Context: an optimization exercise on an open-source flow, tuned for a short achievable clock period and few clock cycles. The choices shown serve that exercise and are no tape-out recipe.
Function was checked by simulation only, so behaviour that the tests miss may differ from the original.
Power and IR drop assume default switching activity.

Design cache_top, start of the top module:
module cache_top (
    input  logic                                clk,
    input  logic                                rst_n,
    input  logic                                proc_req_i,
    input  logic [cache_pkg::ADDR_WIDTH-1:0]    proc_addr_i,
    input  logic                                proc_we_i,
    input  logic [cache_pkg::BE_WIDTH-1:0]      proc_be_i,
    input  logic [cache_pkg::DATA_WIDTH-1:0]    proc_wdata_i,
    output logic                                proc_gnt_o,
    output logic                                proc_rvalid_o,
    output logic [cache_pkg::DATA_WIDTH-1:0]    proc_rdata_o,
    output logic                                mem_req_o,
    output logic [cache_pkg::ADDR_WIDTH-1:0]    mem_addr_o,
    output logic                                mem_we_o,
    output logic [cache_pkg::BE_WIDTH-1:0]      mem_be_o,
    output logic [cache_pkg::DATA_WIDTH-1:0]    mem_wdata_o,
    input  logic                                mem_gnt_i,
    input  logic                                mem_rvalid_i,
    input  logic [cache_pkg::DATA_WIDTH-1:0]    mem_rdata_i,
    output logic [cache_pkg::COUNT_WIDTH-1:0]   hit_count_o,
    output logic [cache_pkg::COUNT_WIDTH-1:0]   miss_count_o,
    output logic [cache_pkg::COUNT_WIDTH-1:0]   mem_txn_count_o
);
clock: 4.2 ns
lec_check: 0
abc_clock_period_in_ps: 2400
cap_margin: 20
core_margin: 2
core_utilization: 55
setup_slack_margin: 1.8
slew_margin: 20
tns_end_percent: 5
standard.sh (not shown) runs the stock make flow with config.mk's settings and CLKGATE_MAP_FILE= SYNTH_SCRIPT=/design/flow/synth_recipe.tcl, a recipe that flattens the netlist after the stock synthesis.
==> flow/flow/run.sh <==
#!/bin/bash
# Standard layout, except that after placement the port buffers are swapped
# for sky130_fd_sc_hd__buf_8 (the placer's sizing leaves slow delay cells
# there, and later repair may only swap within one footprint).
set -euo pipefail
RES=orfs/results/${FLOW_PLATFORM}/cache_top/base
bash standard.sh synth > synth.log 2>&1
bash standard.sh floorplan > floorplan.log 2>&1
bash standard.sh place > place.log 2>&1
RES="$RES" openroad -no_init -exit flow/fix_ports.tcl > fix_ports.log 2>&1
bash standard.sh finish > finish.log 2>&1
==> flow/flow/fix_ports.tcl <==
# Swap every port buffer (input*/output* instances) for buf_8 and re-legalize.
set res $::env(RES)
read_db $res/3_place.odb
set db [ord::get_db]
set block [ord::get_db_block]
set buf [$db findMaster sky130_fd_sc_hd__buf_8]
set n 0
foreach inst [$block getInsts] {
  set name [$inst getName]
  set m [[$inst getMaster] getName]
  if {[regexp {^(input|output)[0-9]+$} $name] && $m ne "sky130_fd_sc_hd__buf_8"} {
    puts "swap $name $m"
    $inst swapMaster $buf
    incr n
  }
}
puts "swapped $n port buffers"
detailed_placement
check_placement -verbose
write_db $res/3_place.odb
Testbench counts at the start, summed over its fixed seeds: cycles 25,169.
Rerun with:
==> flow/run.sh (new file) <==
#!/bin/bash
# synth_recipe.tcl (not shown) runs the flow's synth.tcl, then flattens the netlist and writes it again
# the make line also repeats each setting of config.mk as NAME=value (left out here)
make -C /OpenROAD-flow-scripts/flow DESIGN_CONFIG=/design/flow/config.mk WORK_HOME=/design/flow/orfs CLKGATE_MAP_FILE= SYNTH_SCRIPT=/design/flow/synth_recipe.tcl finish
--- a/flow/config.mk
+++ b/flow/config.mk
@@ -9,5 +9,5 @@
 export CAP_MARGIN = 20
 export CORE_MARGIN = 2
-export CORE_UTILIZATION = 55
+export CORE_UTILIZATION = 65
 export SETUP_SLACK_MARGIN = 1.8
 export SLEW_MARGIN = 20
removed: flow/flow/run.sh
removed: flow/flow/fix_ports.tcl
removed: flow/standard.sh
Outcome: Cell area is lower by 2.1%; synthesized area does not change; worst hold slack gains 340 ps; combinational power is lower by about 7%; clock-buffer cell count is lower by 14.
Rerun with:
--- a/flow/config.mk
+++ b/flow/config.mk
@@ -9,5 +9,5 @@
 export CAP_MARGIN = 20
 export CORE_MARGIN = 2
-export CORE_UTILIZATION = 65
+export CORE_UTILIZATION = 55
 export SETUP_SLACK_MARGIN = 1.8
 export SLEW_MARGIN = 20
Effect:
- final cell count is higher by 3.9%
- area after synthesis does not change
- global-route usage is lower by 5.4 points

[separate check: timing with driven ports]
In the flow no input, the clock included, has a driving cell. The finished layouts below were timed again as built, in two steps. Step 1 (the two cells are an assumption about what drives the block):
set clk [get_ports {clk}]
set_driving_cell -lib_cell sky130_fd_sc_hd__clkbuf_16 $clk
set_driving_cell -lib_cell sky130_fd_sc_hd__buf_2 [delete_from_list [all_inputs] $clk]
Step 2 also shifts input and output timing later by t, the mid clock arrival at the registers, as if the neighbouring blocks saw the same clock. a / b / c = no drivers / after step 1 / after step 2; a / b = the first two.
| run | t (ns) | setup WS [ns] | worst setup path after step 2 | clock arrival spread, ns |
|---|---|---|---|---|
| the first run | 1.012 | 1.398 / 1.398 / 1.098 | input to register | 0.061 / 0.061 |
| the second run | 1.006 | 1.443 / 1.443 / 0.709 | input to register | 0.066 / 0.065 |
| the third run | 1.001 | 1.440 / 1.426 / 0.696 | input to register | 0.060 / 0.060 |
After both steps setup and hold are still met in every run listed. The setup slack of the third run, which loses most, moves by -0.014 ns with the drivers and by -0.744 ns with both steps.
